Context: an optimization exercise on an open-source flow, tuned for small area, a short achievable clock period and few clock cycles per item. The choices shown serve that exercise and are no tape-out recipe.
In this exercise RTL edits were held to simulation tests only and were not proved equivalent to the original.
Power figures rest on the tool's default switching activity, not on a simulated workload.

### constraint.sdc
create_clock -name core_clock -period 5.5 [get_ports {clk}]
set_input_delay 1.1000 -clock core_clock [delete_from_list [all_inputs] [get_ports {clk}]]
set_output_delay 1.1000 -clock core_clock [all_outputs]
set_load 0.01 [all_outputs]
### config.mk
export PLATFORM = sky130hd
export DESIGN_NAME = denseLayer
export DESIGN_NICKNAME = denseLayer
export VERILOG_FILES = /design/flow/design.v
export SDC_FILE = /design/flow/constraint.sdc
export NUM_CORES = 4
export LEC_CHECK = 0
export CAP_MARGIN = 20
export CORE_MARGIN = 2
export CORE_UTILIZATION = 45
export CTS_CLUSTER_DIAMETER = 100
export CTS_CLUSTER_SIZE = 25
export PLACE_DENSITY = 0.55
export SETUP_SLACK_MARGIN = 2.8
export SLEW_MARGIN = 20
### design.v
`timescale 1ns/10ps
module pipeStage #(
	parameter int Width = 1
) (
	input logic clk,
	input logic rst,
	input logic inValid,
	output logic inReady,
	input logic [Width-1:0] inData,
	output logic outValid,
	input logic outReady,
	output logic [Width-1:0] outData
);
	assign inReady = !outValid || outReady;
	always_ff @(posedge clk) begin
		if (rst) begin
			outValid <= 1'b0;
		end else if (inReady) begin
			outValid <= inValid;
		end
	end
	always_ff @(posedge clk) begin
		if (inValid && inReady) begin
			outData <= inData;
		end
	end
endmodule
`timescale 1ns/10ps
module featureSequencer #(
	parameter int NumInputs = 187,
	parameter int TapSpacing = 11,
	parameter int NumTaps = 17
) (
	input logic clk,
	input logic rst,
	input logic featValid,
	output logic featReady,
	input logic [7:0] featData,
	input logic weightWe,
	input logic [NumTaps-1:0] phaseTapNext,  
	input logic [3:0] phaseOffNext,
	input logic resultTaken,  
	output logic vecClosed,  
	output logic beatValid,  
	output logic [7:0] beatFeature,
	output logic [NumTaps-1:0] beatTapSel,  
	output logic beatFirst,
	output logic beatLast
);
	localparam int Len = TapSpacing;
	logic accept;
	logic [7:0] idx;  
	logic [7:0] idxNext;
	logic [1:0] owed;  
	logic [1:0] owedNext;
	logic [3:0] distOff;
	logic [7:0] emitIdx;
	logic [3:0] emitOff;
	logic [NumTaps-1:0] emitTapNext;
	logic [3:0] emitOffNext;
	logic [7:0] emitIdxNext;
	logic [Len-1:0] lineValid;
	logic [7:0] lineData [Len];
	assign accept = featValid && featReady;
	assign vecClosed = accept && (idx == 8'(NumInputs - 1));
	always_comb begin
		idxNext = idx;
		if (accept) idxNext = (idx == 8'(NumInputs - 1)) ? 8'd0 : idx + 8'd1;
		owedNext = owed + 2'(vecClosed) - 2'(resultTaken);
	end
	always_ff @(posedge clk) begin
		if (rst) begin
			idx <= '0;
			owed <= '0;
			featReady <= 1'b1;
			distOff <= phaseOffNext;
		end else begin
			idx <= idxNext;
			owed <= owedNext;
			featReady <= !((idxNext == 8'd0) && owedNext[1]) && !weightWe;
			if (!accept) begin
				distOff <= (distOff == 4'd0) ? 4'(TapSpacing - 1) : distOff - 4'd1;
			end
		end
		emitIdx <= emitIdxNext;
		beatTapSel <= emitTapNext;
		emitOff <= emitOffNext;
	end
	always_comb begin
		emitIdxNext = emitIdx;
		emitTapNext = beatTapSel;
		emitOffNext = emitOff;
		if (rst) begin
			emitIdxNext = '0;
			emitTapNext = phaseTapNext;
			emitOffNext = phaseOffNext;
		end else if (beatValid) begin
			emitIdxNext = (emitIdx == 8'(NumInputs - 1)) ? 8'd0 : emitIdx + 8'd1;
		end else if (emitOff == 4'd0) begin
			emitOffNext = 4'(TapSpacing - 1);
			emitTapNext = {beatTapSel[0], beatTapSel[NumTaps-1:1]};
		end else begin
			emitOffNext = emitOff - 4'd1;
		end
	end
	for (genvar s = 0; s < Len; s++) begin : g_line
		logic ins;
		assign ins = accept && (distOff == 4'(s));
		always_ff @(posedge clk) begin
			if (rst) begin
				lineValid[s] <= 1'b0;
			end else begin
				lineValid[s] <= ins || ((s < Len - 1) ? lineValid[(s + 1) % Len] : 1'b0);
			end
			if (ins || s == Len - 1) begin
				lineData[s] <= featData;
			end else begin
				lineData[s] <= lineData[(s + 1) % Len];
			end
		end
	end
	assign beatValid = lineValid[0];
	assign beatFeature = lineData[0];
	assign beatFirst = (emitIdx == 8'd0);
	assign beatLast = (emitIdx == 8'(NumInputs - 1));
endmodule
`timescale 1ns/10ps
module weightMem #(
	parameter int NumInputs = 187,
	parameter int NumNeurons = 5,
	parameter int TapSpacing = 11,
	parameter int NumTaps = 17
) (
	input logic clk,
	input logic rst,
	input logic weightWe,
	input logic [7:0] weightAddr,
	input logic [8*NumNeurons-1:0] weightData,
	output logic [NumTaps-1:0] phaseTapNext,  
	output logic [3:0] phaseOffNext,
	output logic [8*NumNeurons*NumTaps-1:0] taps  
);
	localparam int W = 8 * NumNeurons;
	logic [W-1:0] ring [NumInputs];
	logic [7:0] psiNext;  
	logic [7:0] psiNow;   
	logic we;
	logic [W-1:0] wdataIn;
	logic [W-1:0] wdata;
	logic [8:0] rowSumNext;  
	logic [8:0] rowSum;
	logic [NumInputs-1:0] wselNext;
	logic [NumInputs-1:0] wsel;   
	logic [NumInputs-1:0] wkeep;  
	always_ff @(posedge clk) begin
		if (rst && psiNext >= 8'(NumInputs)) begin
			psiNext <= '0;
		end else begin
			psiNext <= (psiNext == 8'd0) ? 8'(NumInputs - 1) : psiNext - 8'd1;
		end
	end
	assign psiNow = (psiNext >= 8'(NumInputs)) ? 8'd1 : psiNext;
	always_comb begin
		phaseTapNext = '0;
		phaseOffNext = '0;
		for (int x = 0; x < NumInputs; x++) begin
			if (psiNow == 8'(x)) begin
				phaseTapNext[x / TapSpacing] = 1'b1;
				phaseOffNext = 4'(x % TapSpacing);
			end
		end
	end
	prefixAdd #(.N(9)) u_rowAdd (
		.a({1'b0, weightAddr}),
		.b({1'b0, psiNext}),
		.sum(rowSumNext)
	);
	always_ff @(posedge clk) begin
		we <= weightWe;
		rowSum <= rowSumNext;
		wdataIn <= weightData;
		wdata <= wdataIn;
	end
	for (genvar p = 0; p < NumInputs; p++) begin : g_row
		localparam int Next = (p + 1) % NumInputs;
		localparam bit Odd = (p % 2) == 1;
		logic [W-1:0] shifted;
		logic [W-1:0] written;
		assign wselNext[p] = we && (rowSum == 9'((p + 1) % NumInputs) || rowSum == 9'((p + 1) % NumInputs + NumInputs));
		always_ff @(posedge clk) begin
			wsel[p] <= wselNext[p];
			wkeep[p] <= !wselNext[p];
		end
		assign shifted = (p == NumInputs - 1) ? ~ring[Next] : ring[Next];
		assign written = Odd ? wdata : ~wdata;
		always_ff @(posedge clk) begin
			ring[p] <= ~((shifted | {W{wsel[p]}}) & (written | {W{wkeep[p]}}));
		end
	end
	for (genvar k = 0; k < NumTaps; k++) begin : g_tap
		localparam int Row = TapSpacing * ((k + 1) % NumTaps);
		assign taps[W*k +: W] = ring[Row] ^ {W{1'(Row % 2)}};
	end
endmodule
module prefixAdd #(
	parameter int N = 8
) (
	input logic [N-1:0] a,
	input logic [N-1:0] b,
	output logic [N-1:0] sum
);
	localparam int L = (N <= 2) ? 1 : (N <= 4) ? 2 : (N <= 8) ? 3 : (N <= 16) ? 4 : (N <= 32) ? 5 : 6;
	logic [N-1:0] g [L+1];
	logic [N-1:0] p [L+1];
	assign g[0] = a & b;
	assign p[0] = a ^ b;
	for (genvar l = 0; l < L; l++) begin : g_level
		for (genvar i = 0; i < N; i++) begin : g_bit
			if (i >= (1 << l)) begin : g_join
				assign g[l+1][i] = g[l][i] | (p[l][i] & g[l][i - (1 << l)]);
				assign p[l+1][i] = p[l][i] & p[l][i - (1 << l)];
			end else begin : g_pass
				assign g[l+1][i] = g[l][i];
				assign p[l+1][i] = p[l][i];
			end
		end
	end
	assign sum = p[0] ^ {g[L][N-2:0], 1'b0};
endmodule
`timescale 1ns/10ps
module macArray #(
	parameter int NumNeurons = 5,
	parameter int NumTaps = 17
) (
	input logic clk,
	input logic rst,
	input logic beatValid,
	input logic [7:0] beatFeature,
	input logic [NumTaps-1:0] beatTapSel,  
	input logic beatFirst,
	input logic beatLast,
	input logic [8*NumNeurons*NumTaps-1:0] taps,
	input logic accTake,  
	output logic accFull,
	output logic [24*NumNeurons-1:0] sums
);
	localparam int W = 8 * NumNeurons;
	localparam int NumInputs = 187;
	localparam logic [23:0] AccStart = 24'(-(NumInputs * 32768));
	logic [7:0] feature;
	logic [9:0] feature3;
	logic [W-1:0] tapWord;
	logic [7:0] termFeature;
	logic [9:0] termFeature3;
	logic [W-1:0] termWeights;
	logic termValid, termFirst, termLast;
	logic [23:0] accS [NumNeurons];
	logic [23:0] accC [NumNeurons];
	assign feature = beatValid ? beatFeature : 8'd0;
	prefixAdd #(.N(10)) u_times3 (
		.a({2'd0, feature}),
		.b({1'd0, feature, 1'd0}),
		.sum(feature3)
	);
	always_comb begin
		tapWord = '0;
		for (int k = 0; k < NumTaps; k++) begin
			tapWord = tapWord | (taps[W*k +: W] & {W{beatTapSel[k]}});
		end
	end
	always_ff @(posedge clk) begin
		termFeature <= feature;
		termFeature3 <= feature3;
		termWeights <= tapWord;
		termValid <= beatValid;
		termFirst <= beatValid && beatFirst;
	end
	for (genvar n = 0; n < NumNeurons; n++) begin : g_neuron
		logic [23:0] s, c;
		macCsa u_mac (
			.f(termFeature),
			.f3(termFeature3),
			.w(termWeights[8*n +: 8]),
			.v(termValid),
			.bs(termFirst ? AccStart : accS[n]),
			.bc(termFirst ? 24'd0 : accC[n]),
			.s(s),
			.c(c)
		);
		always_ff @(posedge clk) begin
			accS[n] <= s;
			accC[n] <= c;
		end
		prefixAdd #(.N(24)) u_sum (
			.a(accS[n]),
			.b(accC[n]),
			.sum(sums[24*n +: 24])
		);
	end
	always_ff @(posedge clk) begin
		if (rst) begin
			termLast <= 1'b0;
			accFull <= 1'b0;
		end else begin
			termLast <= beatValid && beatLast;
			if (termLast) begin
				accFull <= 1'b1;
			end else if (accTake) begin
				accFull <= 1'b0;
			end
		end
	end
endmodule
module macCsa (
	input logic [7:0] f,
	input logic [9:0] f3,
	input logic [7:0] w,
	input logic v,
	input logic [23:0] bs,
	input logic [23:0] bc,
	output logic [23:0] s,
	output logic [23:0] c
);
	logic t1, t2, t3, t4, t5, t6, t7, t8, t9, t10, t11, t12, t13, t14, t15, t16, t17, t18, t19, t20, t21, t22, t23, t24, t25, t26, t27, t28, t29, t30, t31, t32, t33, t34, t35, t36, t37, t38, t39, t40, t41, t42, t43, t44, t45, t46, t47, t48, t49, t50, t51, t52, t53, t54, t55, t56, t57, t58, t59, t60, t61, t62, t63, t64, t65, t66, t67, t68, t69, t70, t71, t72, t73, t74, t75, t76, t77, t78, t79, t80, t81, t82, t83, t84, t85, t86, t87, t88, t89, t90, t91, t92, t93, t94, t95, t96, t97, t98, t99, t100, t101, t102, t103, t104, t105, t106, t107, t108;
	assign t1 = ((~w[1] & w[0] & f[4]) | (w[1] & ~w[0] & f[3]) | (w[1] & w[0] & f3[4])) ^ ((~w[3] & w[2] & f[2]) | (w[3] & ~w[2] & f[1]) | (w[3] & w[2] & f3[2]));
	assign t2 = ((~w[1] & w[0] & f[4]) | (w[1] & ~w[0] & f[3]) | (w[1] & w[0] & f3[4])) & ((~w[3] & w[2] & f[2]) | (w[3] & ~w[2] & f[1]) | (w[3] & w[2] & f3[2]));
	assign t3 = ((~w[1] & w[0] & f[5]) | (w[1] & ~w[0] & f[4]) | (w[1] & w[0] & f3[5])) ^ ((~w[3] & w[2] & f[3]) | (w[3] & ~w[2] & f[2]) | (w[3] & w[2] & f3[3])) ^ ((~w[5] & w[4] & f[1]) | (w[5] & ~w[4] & f[0]) | (w[5] & w[4] & f3[1]));
	assign t4 = (((~w[1] & w[0] & f[5]) | (w[1] & ~w[0] & f[4]) | (w[1] & w[0] & f3[5])) & ((~w[3] & w[2] & f[3]) | (w[3] & ~w[2] & f[2]) | (w[3] & w[2] & f3[3]))) | (((~w[1] & w[0] & f[5]) | (w[1] & ~w[0] & f[4]) | (w[1] & w[0] & f3[5])) & ((~w[5] & w[4] & f[1]) | (w[5] & ~w[4] & f[0]) | (w[5] & w[4] & f3[1]))) | (((~w[3] & w[2] & f[3]) | (w[3] & ~w[2] & f[2]) | (w[3] & w[2] & f3[3])) & ((~w[5] & w[4] & f[1]) | (w[5] & ~w[4] & f[0]) | (w[5] & w[4] & f3[1])));
	assign t5 = ((~w[1] & w[0] & f[6]) | (w[1] & ~w[0] & f[5]) | (w[1] & w[0] & f3[6])) ^ ((~w[3] & w[2] & f[4]) | (w[3] & ~w[2] & f[3]) | (w[3] & w[2] & f3[4])) ^ ((~w[5] & w[4] & f[2]) | (w[5] & ~w[4] & f[1]) | (w[5] & w[4] & f3[2]));
	assign t6 = (((~w[1] & w[0] & f[6]) | (w[1] & ~w[0] & f[5]) | (w[1] & w[0] & f3[6])) & ((~w[3] & w[2] & f[4]) | (w[3] & ~w[2] & f[3]) | (w[3] & w[2] & f3[4]))) | (((~w[1] & w[0] & f[6]) | (w[1] & ~w[0] & f[5]) | (w[1] & w[0] & f3[6])) & ((~w[5] & w[4] & f[2]) | (w[5] & ~w[4] & f[1]) | (w[5] & w[4] & f3[2]))) | (((~w[3] & w[2] & f[4]) | (w[3] & ~w[2] & f[3]) | (w[3] & w[2] & f3[4])) & ((~w[5] & w[4] & f[2]) | (w[5] & ~w[4] & f[1]) | (w[5] & w[4] & f3[2])));
	assign t7 = (v & (w[7] ? ~(w[6] & f[0]) : (w[6] & f[0]))) ^ (v & w[7]) ^ bs[6];
	assign t8 = ((v & (w[7] ? ~(w[6] & f[0]) : (w[6] & f[0]))) & (v & w[7])) | ((v & (w[7] ? ~(w[6] & f[0]) : (w[6] & f[0]))) & bs[6]) | ((v & w[7]) & bs[6]);
	assign t9 = ((~w[1] & w[0] & f[7]) | (w[1] & ~w[0] & f[6]) | (w[1] & w[0] & f3[7])) ^ ((~w[3] & w[2] & f[5]) | (w[3] & ~w[2] & f[4]) | (w[3] & w[2] & f3[5])) ^ ((~w[5] & w[4] & f[3]) | (w[5] & ~w[4] & f[2]) | (w[5] & w[4] & f3[3]));
	assign t10 = (((~w[1] & w[0] & f[7]) | (w[1] & ~w[0] & f[6]) | (w[1] & w[0] & f3[7])) & ((~w[3] & w[2] & f[5]) | (w[3] & ~w[2] & f[4]) | (w[3] & w[2] & f3[5]))) | (((~w[1] & w[0] & f[7]) | (w[1] & ~w[0] & f[6]) | (w[1] & w[0] & f3[7])) & ((~w[5] & w[4] & f[3]) | (w[5] & ~w[4] & f[2]) | (w[5] & w[4] & f3[3]))) | (((~w[3] & w[2] & f[5]) | (w[3] & ~w[2] & f[4]) | (w[3] & w[2] & f3[5])) & ((~w[5] & w[4] & f[3]) | (w[5] & ~w[4] & f[2]) | (w[5] & w[4] & f3[3])));
	assign t11 = (v & (w[7] ? ~(w[6] ? f[1] : f[0]) : (w[6] & f[1]))) ^ bs[7] ^ bc[7];
	assign t12 = ((v & (w[7] ? ~(w[6] ? f[1] : f[0]) : (w[6] & f[1]))) & bs[7]) | ((v & (w[7] ? ~(w[6] ? f[1] : f[0]) : (w[6] & f[1]))) & bc[7]) | (bs[7] & bc[7]);
	assign t13 = ((w[1] & ~w[0] & f[7]) | (w[1] & w[0] & f3[8])) ^ ((~w[3] & w[2] & f[6]) | (w[3] & ~w[2] & f[5]) | (w[3] & w[2] & f3[6])) ^ ((~w[5] & w[4] & f[4]) | (w[5] & ~w[4] & f[3]) | (w[5] & w[4] & f3[4]));
	assign t14 = (((w[1] & ~w[0] & f[7]) | (w[1] & w[0] & f3[8])) & ((~w[3] & w[2] & f[6]) | (w[3] & ~w[2] & f[5]) | (w[3] & w[2] & f3[6]))) | (((w[1] & ~w[0] & f[7]) | (w[1] & w[0] & f3[8])) & ((~w[5] & w[4] & f[4]) | (w[5] & ~w[4] & f[3]) | (w[5] & w[4] & f3[4]))) | (((~w[3] & w[2] & f[6]) | (w[3] & ~w[2] & f[5]) | (w[3] & w[2] & f3[6])) & ((~w[5] & w[4] & f[4]) | (w[5] & ~w[4] & f[3]) | (w[5] & w[4] & f3[4])));
	assign t15 = (v & (w[7] ? ~(w[6] ? f[2] : f[1]) : (w[6] & f[2]))) ^ bs[8] ^ bc[8];
	assign t16 = ((v & (w[7] ? ~(w[6] ? f[2] : f[1]) : (w[6] & f[2]))) & bs[8]) | ((v & (w[7] ? ~(w[6] ? f[2] : f[1]) : (w[6] & f[2]))) & bc[8]) | (bs[8] & bc[8]);
	assign t17 = ((w[1] & w[0] & f3[9])) ^ ((~w[3] & w[2] & f[7]) | (w[3] & ~w[2] & f[6]) | (w[3] & w[2] & f3[7])) ^ ((~w[5] & w[4] & f[5]) | (w[5] & ~w[4] & f[4]) | (w[5] & w[4] & f3[5]));
	assign t18 = (((w[1] & w[0] & f3[9])) & ((~w[3] & w[2] & f[7]) | (w[3] & ~w[2] & f[6]) | (w[3] & w[2] & f3[7]))) | (((w[1] & w[0] & f3[9])) & ((~w[5] & w[4] & f[5]) | (w[5] & ~w[4] & f[4]) | (w[5] & w[4] & f3[5]))) | (((~w[3] & w[2] & f[7]) | (w[3] & ~w[2] & f[6]) | (w[3] & w[2] & f3[7])) & ((~w[5] & w[4] & f[5]) | (w[5] & ~w[4] & f[4]) | (w[5] & w[4] & f3[5])));
	assign t19 = (v & (w[7] ? ~(w[6] ? f[3] : f[2]) : (w[6] & f[3]))) ^ bs[9] ^ bc[9];
	assign t20 = ((v & (w[7] ? ~(w[6] ? f[3] : f[2]) : (w[6] & f[3]))) & bs[9]) | ((v & (w[7] ? ~(w[6] ? f[3] : f[2]) : (w[6] & f[3]))) & bc[9]) | (bs[9] & bc[9]);
	assign t21 = ((w[3] & ~w[2] & f[7]) | (w[3] & w[2] & f3[8])) ^ ((~w[5] & w[4] & f[6]) | (w[5] & ~w[4] & f[5]) | (w[5] & w[4] & f3[6])) ^ (v & (w[7] ? ~(w[6] ? f[4] : f[3]) : (w[6] & f[4])));
	assign t22 = (((w[3] & ~w[2] & f[7]) | (w[3] & w[2] & f3[8])) & ((~w[5] & w[4] & f[6]) | (w[5] & ~w[4] & f[5]) | (w[5] & w[4] & f3[6]))) | (((w[3] & ~w[2] & f[7]) | (w[3] & w[2] & f3[8])) & (v & (w[7] ? ~(w[6] ? f[4] : f[3]) : (w[6] & f[4])))) | (((~w[5] & w[4] & f[6]) | (w[5] & ~w[4] & f[5]) | (w[5] & w[4] & f3[6])) & (v & (w[7] ? ~(w[6] ? f[4] : f[3]) : (w[6] & f[4]))));
	assign t23 = bs[10] ^ bc[10];
	assign t24 = bs[10] & bc[10];
	assign t25 = ((w[3] & w[2] & f3[9])) ^ ((~w[5] & w[4] & f[7]) | (w[5] & ~w[4] & f[6]) | (w[5] & w[4] & f3[7])) ^ (v & (w[7] ? ~(w[6] ? f[5] : f[4]) : (w[6] & f[5])));
	assign t26 = (((w[3] & w[2] & f3[9])) & ((~w[5] & w[4] & f[7]) | (w[5] & ~w[4] & f[6]) | (w[5] & w[4] & f3[7]))) | (((w[3] & w[2] & f3[9])) & (v & (w[7] ? ~(w[6] ? f[5] : f[4]) : (w[6] & f[5])))) | (((~w[5] & w[4] & f[7]) | (w[5] & ~w[4] & f[6]) | (w[5] & w[4] & f3[7])) & (v & (w[7] ? ~(w[6] ? f[5] : f[4]) : (w[6] & f[5]))));
	assign t27 = bs[11] ^ bc[11];
	assign t28 = bs[11] & bc[11];
	assign t29 = ((w[5] & ~w[4] & f[7]) | (w[5] & w[4] & f3[8])) ^ (v & (w[7] ? ~(w[6] ? f[6] : f[5]) : (w[6] & f[6]))) ^ bs[12];
	assign t30 = (((w[5] & ~w[4] & f[7]) | (w[5] & w[4] & f3[8])) & (v & (w[7] ? ~(w[6] ? f[6] : f[5]) : (w[6] & f[6])))) | (((w[5] & ~w[4] & f[7]) | (w[5] & w[4] & f3[8])) & bs[12]) | ((v & (w[7] ? ~(w[6] ? f[6] : f[5]) : (w[6] & f[6]))) & bs[12]);
	assign t31 = ((w[5] & w[4] & f3[9])) ^ (v & (w[7] ? ~(w[6] ? f[7] : f[6]) : (w[6] & f[7])));
	assign t32 = ((w[5] & w[4] & f3[9])) & (v & (w[7] ? ~(w[6] ? f[7] : f[6]) : (w[6] & f[7])));
	assign t33 = ((~w[1] & w[0] & f[2]) | (w[1] & ~w[0] & f[1]) | (w[1] & w[0] & f3[2])) ^ ((~w[3] & w[2] & f[0]) | (w[3] & w[2] & f3[0]));
	assign t34 = ((~w[1] & w[0] & f[2]) | (w[1] & ~w[0] & f[1]) | (w[1] & w[0] & f3[2])) & ((~w[3] & w[2] & f[0]) | (w[3] & w[2] & f3[0]));
	assign t35 = ((~w[1] & w[0] & f[3]) | (w[1] & ~w[0] & f[2]) | (w[1] & w[0] & f3[3])) ^ ((~w[3] & w[2] & f[1]) | (w[3] & ~w[2] & f[0]) | (w[3] & w[2] & f3[1])) ^ bs[3];
	assign t36 = (((~w[1] & w[0] & f[3]) | (w[1] & ~w[0] & f[2]) | (w[1] & w[0] & f3[3])) & ((~w[3] & w[2] & f[1]) | (w[3] & ~w[2] & f[0]) | (w[3] & w[2] & f3[1]))) | (((~w[1] & w[0] & f[3]) | (w[1] & ~w[0] & f[2]) | (w[1] & w[0] & f3[3])) & bs[3]) | (((~w[3] & w[2] & f[1]) | (w[3] & ~w[2] & f[0]) | (w[3] & w[2] & f3[1])) & bs[3]);
	assign t37 = ((~w[5] & w[4] & f[0]) | (w[5] & w[4] & f3[0])) ^ bs[4] ^ bc[4];
	assign t38 = (((~w[5] & w[4] & f[0]) | (w[5] & w[4] & f3[0])) & bs[4]) | (((~w[5] & w[4] & f[0]) | (w[5] & w[4] & f3[0])) & bc[4]) | (bs[4] & bc[4]);
	assign t39 = bs[5] ^ bc[5] ^ t2;
	assign t40 = (bs[5] & bc[5]) | (bs[5] & t2) | (bc[5] & t2);
	assign t41 = bc[6] ^ t4 ^ t5;
	assign t42 = (bc[6] & t4) | (bc[6] & t5) | (t4 & t5);
	assign t43 = t6 ^ t8 ^ t9;
	assign t44 = (t6 & t8) | (t6 & t9) | (t8 & t9);
	assign t45 = t10 ^ t12 ^ t13;
	assign t46 = (t10 & t12) | (t10 & t13) | (t12 & t13);
	assign t47 = t14 ^ t16 ^ t17;
	assign t48 = (t14 & t16) | (t14 & t17) | (t16 & t17);
	assign t49 = t18 ^ t20 ^ t21;
	assign t50 = (t18 & t20) | (t18 & t21) | (t20 & t21);
	assign t51 = t22 ^ t24 ^ t25;
	assign t52 = (t22 & t24) | (t22 & t25) | (t24 & t25);
	assign t53 = bc[12] ^ t26 ^ t28;
	assign t54 = (bc[12] & t26) | (bc[12] & t28) | (t26 & t28);
	assign t55 = bs[13] ^ bc[13] ^ t30;
	assign t56 = (bs[13] & bc[13]) | (bs[13] & t30) | (bc[13] & t30);
	assign t57 = (v & (w[7] ? ~(~w[6] & f[7]) : 1'b0)) ^ bs[14] ^ bc[14];
	assign t58 = ((v & (w[7] ? ~(~w[6] & f[7]) : 1'b0)) & bs[14]) | ((v & (w[7] ? ~(~w[6] & f[7]) : 1'b0)) & bc[14]) | (bs[14] & bc[14]);
	assign t59 = (v & ~w[7]) ^ bs[15];
	assign t60 = (v & ~w[7]) & bs[15];
	assign t61 = ((~w[1] & w[0] & f[0]) | (w[1] & w[0] & f3[0])) ^ bs[0];
	assign t62 = ((~w[1] & w[0] & f[0]) | (w[1] & w[0] & f3[0])) & bs[0];
	assign t63 = ((~w[1] & w[0] & f[1]) | (w[1] & ~w[0] & f[0]) | (w[1] & w[0] & f3[1])) ^ bs[1] ^ bc[1];
	assign t64 = (((~w[1] & w[0] & f[1]) | (w[1] & ~w[0] & f[0]) | (w[1] & w[0] & f3[1])) & bs[1]) | (((~w[1] & w[0] & f[1]) | (w[1] & ~w[0] & f[0]) | (w[1] & w[0] & f3[1])) & bc[1]) | (bs[1] & bc[1]);
	assign t65 = bs[2] ^ bc[2] ^ t33;
	assign t66 = (bs[2] & bc[2]) | (bs[2] & t33) | (bc[2] & t33);
	assign t67 = bc[3] ^ t34 ^ t35;
	assign t68 = (bc[3] & t34) | (bc[3] & t35) | (t34 & t35);
	assign t69 = t1 ^ t36 ^ t37;
	assign t70 = (t1 & t36) | (t1 & t37) | (t36 & t37);
	assign t71 = t3 ^ t38 ^ t39;
	assign t72 = (t3 & t38) | (t3 & t39) | (t38 & t39);
	assign t73 = t7 ^ t40 ^ t41;
	assign t74 = (t7 & t40) | (t7 & t41) | (t40 & t41);
	assign t75 = t11 ^ t42 ^ t43;
	assign t76 = (t11 & t42) | (t11 & t43) | (t42 & t43);
	assign t77 = t15 ^ t44 ^ t45;
	assign t78 = (t15 & t44) | (t15 & t45) | (t44 & t45);
	assign t79 = t19 ^ t46 ^ t47;
	assign t80 = (t19 & t46) | (t19 & t47) | (t46 & t47);
	assign t81 = t23 ^ t48 ^ t49;
	assign t82 = (t23 & t48) | (t23 & t49) | (t48 & t49);
	assign t83 = t27 ^ t50 ^ t51;
	assign t84 = (t27 & t50) | (t27 & t51) | (t50 & t51);
	assign t85 = t29 ^ t52 ^ t53;
	assign t86 = (t29 & t52) | (t29 & t53) | (t52 & t53);
	assign t87 = t31 ^ t54 ^ t55;
	assign t88 = (t31 & t54) | (t31 & t55) | (t54 & t55);
	assign t89 = t32 ^ t56 ^ t57;
	assign t90 = (t32 & t56) | (t32 & t57) | (t56 & t57);
	assign t91 = bc[15] ^ t58 ^ t59;
	assign t92 = (bc[15] & t58) | (bc[15] & t59) | (t58 & t59);
	assign t93 = bs[16] ^ bc[16] ^ t60;
	assign t94 = (bs[16] & bc[16]) | (bs[16] & t60) | (bc[16] & t60);
	assign t95 = bs[17] ^ bc[17];
	assign t96 = bs[17] & bc[17];
	assign t97 = bs[18] ^ bc[18];
	assign t98 = bs[18] & bc[18];
	assign t99 = bs[19] ^ bc[19];
	assign t100 = bs[19] & bc[19];
	assign t101 = bs[20] ^ bc[20];
	assign t102 = bs[20] & bc[20];
	assign t103 = bs[21] ^ bc[21];
	assign t104 = bs[21] & bc[21];
	assign t105 = bs[22] ^ bc[22];
	assign t106 = bs[22] & bc[22];
	assign t107 = bs[23] ^ bc[23];
	assign t108 = bs[23] & bc[23];
	assign s[0] = bc[0];
	assign c[0] = t61;
	assign s[1] = t62;
	assign c[1] = t63;
	assign s[2] = t64;
	assign c[2] = t65;
	assign s[3] = t66;
	assign c[3] = t67;
	assign s[4] = t68;
	assign c[4] = t69;
	assign s[5] = t70;
	assign c[5] = t71;
	assign s[6] = t72;
	assign c[6] = t73;
	assign s[7] = t74;
	assign c[7] = t75;
	assign s[8] = t76;
	assign c[8] = t77;
	assign s[9] = t78;
	assign c[9] = t79;
	assign s[10] = t80;
	assign c[10] = t81;
	assign s[11] = t82;
	assign c[11] = t83;
	assign s[12] = t84;
	assign c[12] = t85;
	assign s[13] = t86;
	assign c[13] = t87;
	assign s[14] = t88;
	assign c[14] = t89;
	assign s[15] = t90;
	assign c[15] = t91;
	assign s[16] = t92;
	assign c[16] = t93;
	assign s[17] = t94;
	assign c[17] = t95;
	assign s[18] = t96;
	assign c[18] = t97;
	assign s[19] = t98;
	assign c[19] = t99;
	assign s[20] = t100;
	assign c[20] = t101;
	assign s[21] = t102;
	assign c[21] = t103;
	assign s[22] = t104;
	assign c[22] = t105;
	assign s[23] = t106;
	assign c[23] = t107;
endmodule
`timescale 1ns/10ps
module activationStage #(
	parameter int NumNeurons = 5,
	parameter int ShiftBits = 7,
	parameter int ReleaseDelay = 14
) (
	input logic clk,
	input logic rst,
	input logic accFull,
	output logic accTake,
	input logic [24*NumNeurons-1:0] sums,
	input logic vecClosed,
	output logic outValid,
	input logic outReady,
	output logic [8*NumNeurons-1:0] outData,
	output logic resultTaken
);
	logic [8*NumNeurons-1:0] act;
	logic [8*NumNeurons-1:0] actReg;
	logic [8*NumNeurons-1:0] outHold;
	logic actReady;  
	logic oFull;  
	logic [3:0] countdown;
	logic [1:0] released;  
	logic oFullNext;
	logic [1:0] releasedNext;
	always_comb begin
		logic signed [23:0] s;
		for (int n = 0; n < NumNeurons; n++) begin
			s = $signed(sums[24*n +: 24]);
			if (s[23]) begin
				act[8*n +: 8] = '0;
			end else if (|s[22:ShiftBits+8]) begin
				act[8*n +: 8] = 8'hff;
			end else begin
				act[8*n +: 8] = s[ShiftBits +: 8];
			end
		end
	end
	assign resultTaken = outValid && outReady;
	assign accTake = actReady && (!oFull || resultTaken);
	assign oFullNext = accTake || (oFull && !resultTaken);
	assign releasedNext = released + 2'(countdown == 4'd1) - 2'(resultTaken);
	always_ff @(posedge clk) begin
		actReg <= act;
		if (accTake) begin
			outHold <= actReg;
		end
		outData <= accTake ? actReg : outHold;
		if (rst) begin
			actReady <= 1'b0;
			oFull <= 1'b0;
			outValid <= 1'b0;
			countdown <= '0;
			released <= '0;
		end else begin
			actReady <= accFull && !accTake;
			oFull <= oFullNext;
			outValid <= oFullNext && (releasedNext != 2'd0);
			released <= releasedNext;
			if (vecClosed) begin
				countdown <= 4'(ReleaseDelay);
			end else if (countdown != 4'd0) begin
				countdown <= countdown - 4'd1;
			end
		end
	end
endmodule
`timescale 1ns/10ps
module denseLayer #(
	parameter int NumInputs = 187,
	parameter int NumNeurons = 5,
	parameter int ShiftBits = 7
) (
	input logic clk,
	input logic rst,
	input logic featValid,
	output logic featReady,
	input logic [7:0] featData,
	input logic weightWe,
	input logic [7:0] weightAddr,
	input logic [39:0] weightData,
	output logic outValid,
	input logic outReady,
	output logic [39:0] outData
);
	localparam int TapSpacing = 11;
	localparam int NumTaps = 17;  
	logic [NumTaps-1:0] phaseTapNext;
	logic [3:0] phaseOffNext;
	logic [40*NumTaps-1:0] taps;
	logic resultTaken;
	logic vecClosed;
	logic beatValid;
	logic [7:0] beatFeature;
	logic [NumTaps-1:0] beatTapSel;
	logic beatFirst;
	logic beatLast;
	logic accTake;
	logic accFull;
	logic [119:0] sums;
	weightMem #(.NumInputs(NumInputs), .NumNeurons(NumNeurons),
		.TapSpacing(TapSpacing), .NumTaps(NumTaps)) u_weightMem (
		.clk(clk),
		.rst(rst),
		.weightWe(weightWe),
		.weightAddr(weightAddr),
		.weightData(weightData),
		.phaseTapNext(phaseTapNext),
		.phaseOffNext(phaseOffNext),
		.taps(taps)
	);
	featureSequencer #(.NumInputs(NumInputs), .TapSpacing(TapSpacing),
		.NumTaps(NumTaps)) u_featureSequencer (
		.clk(clk),
		.rst(rst),
		.featValid(featValid),
		.featReady(featReady),
		.featData(featData),
		.weightWe(weightWe),
		.phaseTapNext(phaseTapNext),
		.phaseOffNext(phaseOffNext),
		.resultTaken(resultTaken),
		.vecClosed(vecClosed),
		.beatValid(beatValid),
		.beatFeature(beatFeature),
		.beatTapSel(beatTapSel),
		.beatFirst(beatFirst),
		.beatLast(beatLast)
	);
	macArray #(.NumNeurons(NumNeurons), .NumTaps(NumTaps)) u_macArray (
		.clk(clk),
		.rst(rst),
		.beatValid(beatValid),
		.beatFeature(beatFeature),
		.beatTapSel(beatTapSel),
		.beatFirst(beatFirst),
		.beatLast(beatLast),
		.taps(taps),
		.accTake(accTake),
		.accFull(accFull),
		.sums(sums)
	);
	activationStage #(.NumNeurons(NumNeurons), .ShiftBits(ShiftBits)) u_activationStage (
		.clk(clk),
		.rst(rst),
		.accFull(accFull),
		.accTake(accTake),
		.sums(sums),
		.vecClosed(vecClosed),
		.outValid(outValid),
		.outReady(outReady),
		.outData(outData),
		.resultTaken(resultTaken)
	);
endmodule
### run.sh
#!/bin/bash
# synth_recipe.tcl (not shown) runs the flow's synth.tcl, then flattens the netlist and writes it again
# the make line also repeats each setting of config.mk as NAME=value (left out here)
make -C /OpenROAD-flow-scripts/flow DESIGN_CONFIG=/design/flow/config.mk WORK_HOME=/design/flow/orfs CLKGATE_MAP_FILE= SYNTH_SCRIPT=/design/flow/synth_recipe.tcl finish
==> results.sh <==
export IMPL_status="complete, no violations"
export IMPL_worst_pin_slew_ps=1290
export IMPL_die_height_um=754
export IMPL_fin_nets=21378
export IMPL_syn_num_nets=22648
export IMPL_dr_pass1_iters=7
export IMPL_hold_buffers=0
export IMPL_grt_max_degree=80
export IMPL_period_needed_ps=2960
export IMPL_area_growth_pct=8.71
export IMPL_grt_pass1_vias=177217
export IMPL_slew_viol_final=0
export IMPL_grtUsageTotal_pct=38.9
export IMPL_hpwlAfterDp_um=745000
export IMPL_start_kind="flip-flop"
export IMPL_instances_no_fill=28626
export IMPL_whs_ps=320
export IMPL_cts_tree="built"
export IMPL_final_util_pct=49.1
export IMPL_pre_cts_ws_ps=1560
export IMPL_antenna_found_initial=210
export IMPL_numCtsBuffers=386
export IMPL_cts_htree_levels=5
export IMPL_total_power_mw=148
export IMPL_grt_ovfl_total=0
export IMPL_place_area_sq_um=260000
export IMPL_fillers=50824
export IMPL_vias_per_cell=6.75
export IMPL_drt_initial_drc_count=26004
export IMPL_worst_clock_skew_ps=96.4
export IMPL_postRouteAntennaNets=0
export IMPL_layout_setup_ws_ps=2540
export IMPL_cp_startpoint="u_weightMem.ring[11][13]"
export IMPL_rows=275
export IMPL_hold_path_class="flip-flop to flip-flop"
export IMPL_synth_cell_types=80
export IMPL_reg2regPathDepth=4
export IMPL_synth_top_flop_cell="dfxtp_1"
export IMPL_r2r_end="u_macArray.termWeights[13]"
export IMPL_num_vias=193361
export IMPL_die_width_um=754
export IMPL_gp_congestion=1.12
export IMPL_ys_ff_latch=8485
export IMPL_drc=0
export IMPL_power_density_nw_per_um2=539
export IMPL_setup_violations=0
export IMPL_io_pins=103
export IMPL_yosysTopAreaCell="dfxtp_1"
export IMPL_detail_route_wl_per_cell_um=40.6
export IMPL_slew_headroom_pct=13.8
export IMPL_synth_area_sq_um=253000
export IMPL_die_area_sq_um=569000
export IMPL_cts_sinks=8485
export IMPL_worst_setup_path_type="flip-flop to flip-flop"
export IMPL_seq_area_frac_synth_pct=67.3
export IMPL_synth_warnings=19
export IMPL_initial_utilization_pct=45.1
export IMPL_synth_top_area_share_pct=66.6
export IMPL_critPathArrivalTime_ps=3870
export IMPL_placedCellCount=27765
export IMPL_final_hold_viol_count=0
export IMPL_drt_wl_total_um=1160000
export IMPL_finalCritPeriodShare_pct=53.9
export IMPL_async_flop_share_pct=0
export IMPL_p_leak_nw=107
export IMPL_rrSetupSlack_ps=2540
export IMPL_synth_edf_count=65
export IMPL_fmax_mhz=338
export IMPL_clkTransAtPathRegs_ps=100
export IMPL_endpoint_kind="flip-flop"
export IMPL_synthTopCellsByArea="dfxtp_1 67%, o22ai_1 19%, clkbuf_1 3.5%, fa_1 1.6%, ha_1 1.0%"
export IMPL_drv_cap=0
export IMPL_portBuffers=102
export IMPL_root_buffer="clkbuf_16"
export IMPL_drive_above_1_share_pct=10.2
export IMPL_rsz0062_at_grt="true"
export IMPL_cp_max_fo=2
export IMPL_grt_pass1_wl_um=1550000
export IMPL_core_area_sq_um=561000
export IMPL_rr_startpoint="u_weightMem.ring[11][13]"
export IMPL_tns_ps=0
export IMPL_clkLatencyLatePin_ps=1140
export IMPL_peakVddDrop_uv=302
export IMPL_cts_buffer_depth=4
export IMPL_worst_ep_required_time_ps=6410
export IMPL_postLayoutCellArea_sq_um=275000
export IMPL_endpoint="u_macArray.termWeights[13]"
export IMPL_synth_area_per_cell_sq_um=11.4
export IMPL_synth_cells=22174
-- state kept, by name, indices dropped and copies added, names as in the netlist, 8 cells and up --
| signal | count |
|---|---|
| u_activationStage.actReg | 40 |
| u_activationStage.outHold | 40 |
| u_featureSequencer.beatTapSel | 17 |
| u_featureSequencer.emitIdx | 8 |
| u_featureSequencer.idx | 8 |
| u_featureSequencer.lineData | 88 |
| u_featureSequencer.lineValid | 11 |
| u_macArray.accC | 120 |
| u_macArray.accS | 120 |
| u_macArray.termFeature | 8 |
| u_macArray.termFeature3 | 9 |
| u_macArray.termWeights | 40 |
| u_weightMem.psiNext | 8 |
| u_weightMem.ring | 7480 |
| u_weightMem.rowSum | 9 |
| u_weightMem.wdata | 40 |
| u_weightMem.wdataIn | 40 |
| u_weightMem.wkeep | 187 |
| u_weightMem.wsel | 187 |
-- power breakdown --
part           internal, mW  total, mW  switching [mW]
Sequential             77.1       88.9            11.8
Combinational          10.6       26.3            15.7
Clock                  13.0       33.1            20.1
-- critical path, cell delays in order, from the launching register on --
cell and delay [ps]:
dfxtp_1 990, o22ai_1 440, a2111oi_0 990, buf_4 250
nand3_1 70
-- synth_stat cells (18+ instances only) --
| master | instances |
|---|---|
| buf_1 | 255 |
| o22ai_1 | 7590 |
| xor2_1 | 50 |
| nand2_1 | 310 |
| nor2_1 | 211 |
| a22o_1 | 45 |
| nor2b_1 | 183 |
| mux2_2 | 195 |
| mux2i_1 | 21 |
| ha_1 | 211 |
| xnor2_1 | 66 |
| o21ai_0 | 161 |
| o2111ai_1 | 21 |
| a221oi_1 | 31 |
| a31oi_1 | 25 |
| a21oi_1 | 168 |
| nor4_1 | 26 |
| edfxtp_1 | 65 |
| o31ai_1 | 18 |
| nand3_1 | 93 |
| inv_1 | 537 |
| nand2b_1 | 123 |
| clkbuf_1 | 2346 |
| a22oi_1 | 294 |
| and2_1 | 32 |
| o21a_1 | 25 |
| or2_2 | 32 |
| fa_1 | 202 |
| dfxtp_1 | 8420 |
| a21o_1 | 36 |
| and3_1 | 31 |
| a2111oi_0 | 35 |
| nor3_1 | 72 |
| o211ai_1 | 18 |
-- cell families after synthesis --
logic type	share of synthesized area, %
compound gates	21.6
xor+xnor	0.401
fa+ha+maj	2.64
buf+inv	4.65
flops	67.3
mux	0.950
simple gates	2.37
-- repair_timing --
item                       CTS  global route
pin swaps                   70            89
buffers inserted           159            55
gates resized for setup    523           195
cloned                       7             8
setup endpoints to repair  469           295
-- per-layer routing --
| layer | part of all wire [%] | vias up | global-route usage, % |
|---|---|---|---|
| met5 | 0.093 | - | 0.463 |
| met4 | 7.3 | 74 | 24.1 |
| met3 | 12 | 2556 | 13.0 |
| met2 | 40 | 12234 | 53.7 |
| met1 | 41 | 98891 | 52.3 |
| li1 | - | 79606 | - |
-- worst min-delay path by stage --
stage | depth (start not counted) | endpoint | from | slack [ps]
2_1_floorplan | 0 | u_weightMem.wdata[0] | u_weightMem.wdataIn[0] | 310
3_3_place_gp | 0 | u_weightMem.wdata[7] | u_weightMem.wdataIn[7] | 310
3_5_place_dp | 0 | u_weightMem.wdata[16] | u_weightMem.wdataIn[16] | 310
4_1_cts | 0 | u_weightMem.wdata[16] | u_weightMem.wdataIn[16] | 330
5_1_grt | 0 | u_weightMem.wdata[27] | u_weightMem.wdataIn[27] | 330
6_report | 0 | u_weightMem.wdata[17] | u_weightMem.wdataIn[17] | 320
-- layout by cell type (no fill, tap or decap), types with 171 or more instances in the layout --
cell	n
a22oi_1	258
clkbuf_16	397
mux2_2	182
buf_4	701
o22ai_1	7586
dfxtp_1	8197
nand2_1	298
fa_1	175
ha_1	200
nor2_1	171
inv_1	474
diode_2	171
-- cell type report --
type                            instances  area [sq um]  area share, %
Inverter                              538          2340          0.850
Multi-Input combinational cell      10550         72800           26.4
Clock buffer                          418          9850           3.58
Clock inverter                         42           803          0.292
Tap cell                             7479          9360           3.40
Antenna cell                          171           428          0.155
Timing Repair Buffer                  943          8650           3.14
Sequential cell                      8485        171000           62.1
Testbench counts, summed over its fixed seeds: cycles 18,080, items 96.

## static timing again, ports no longer ideal
Ports are ideal in the flow. The routed layout listed here was re-timed in OpenROAD.
Step 1 (the two cells are an assumption about what drives the block):
set clk [get_ports {clk}]
set_driving_cell -lib_cell sky130_fd_sc_hd__clkbuf_16 $clk
set_driving_cell -lib_cell sky130_fd_sc_hd__buf_2 [delete_from_list [all_inputs] $clk]
Step 2, shift: input delay + t, output delay - t, t = (earliest + latest rising clock arrival at the registers) / 2. This alone moves slack from input paths to output paths.
a / b / c = ideal / step 1 / step 2; a / b = the first two.
t, ns: 1.222
setup WS [ns]: 2.537 / 2.537 / 1.706
worst hold slack (ns): 0.320 / 0.300 / 0.320
worst slew at a driven data input, ns: 0.11
pins driven straight from the clock port: 1
After both steps this run still meets setup and hold. For this run, drivers alone change the setup slack by 0.000 ns; drivers and shift together by -0.831 ns.
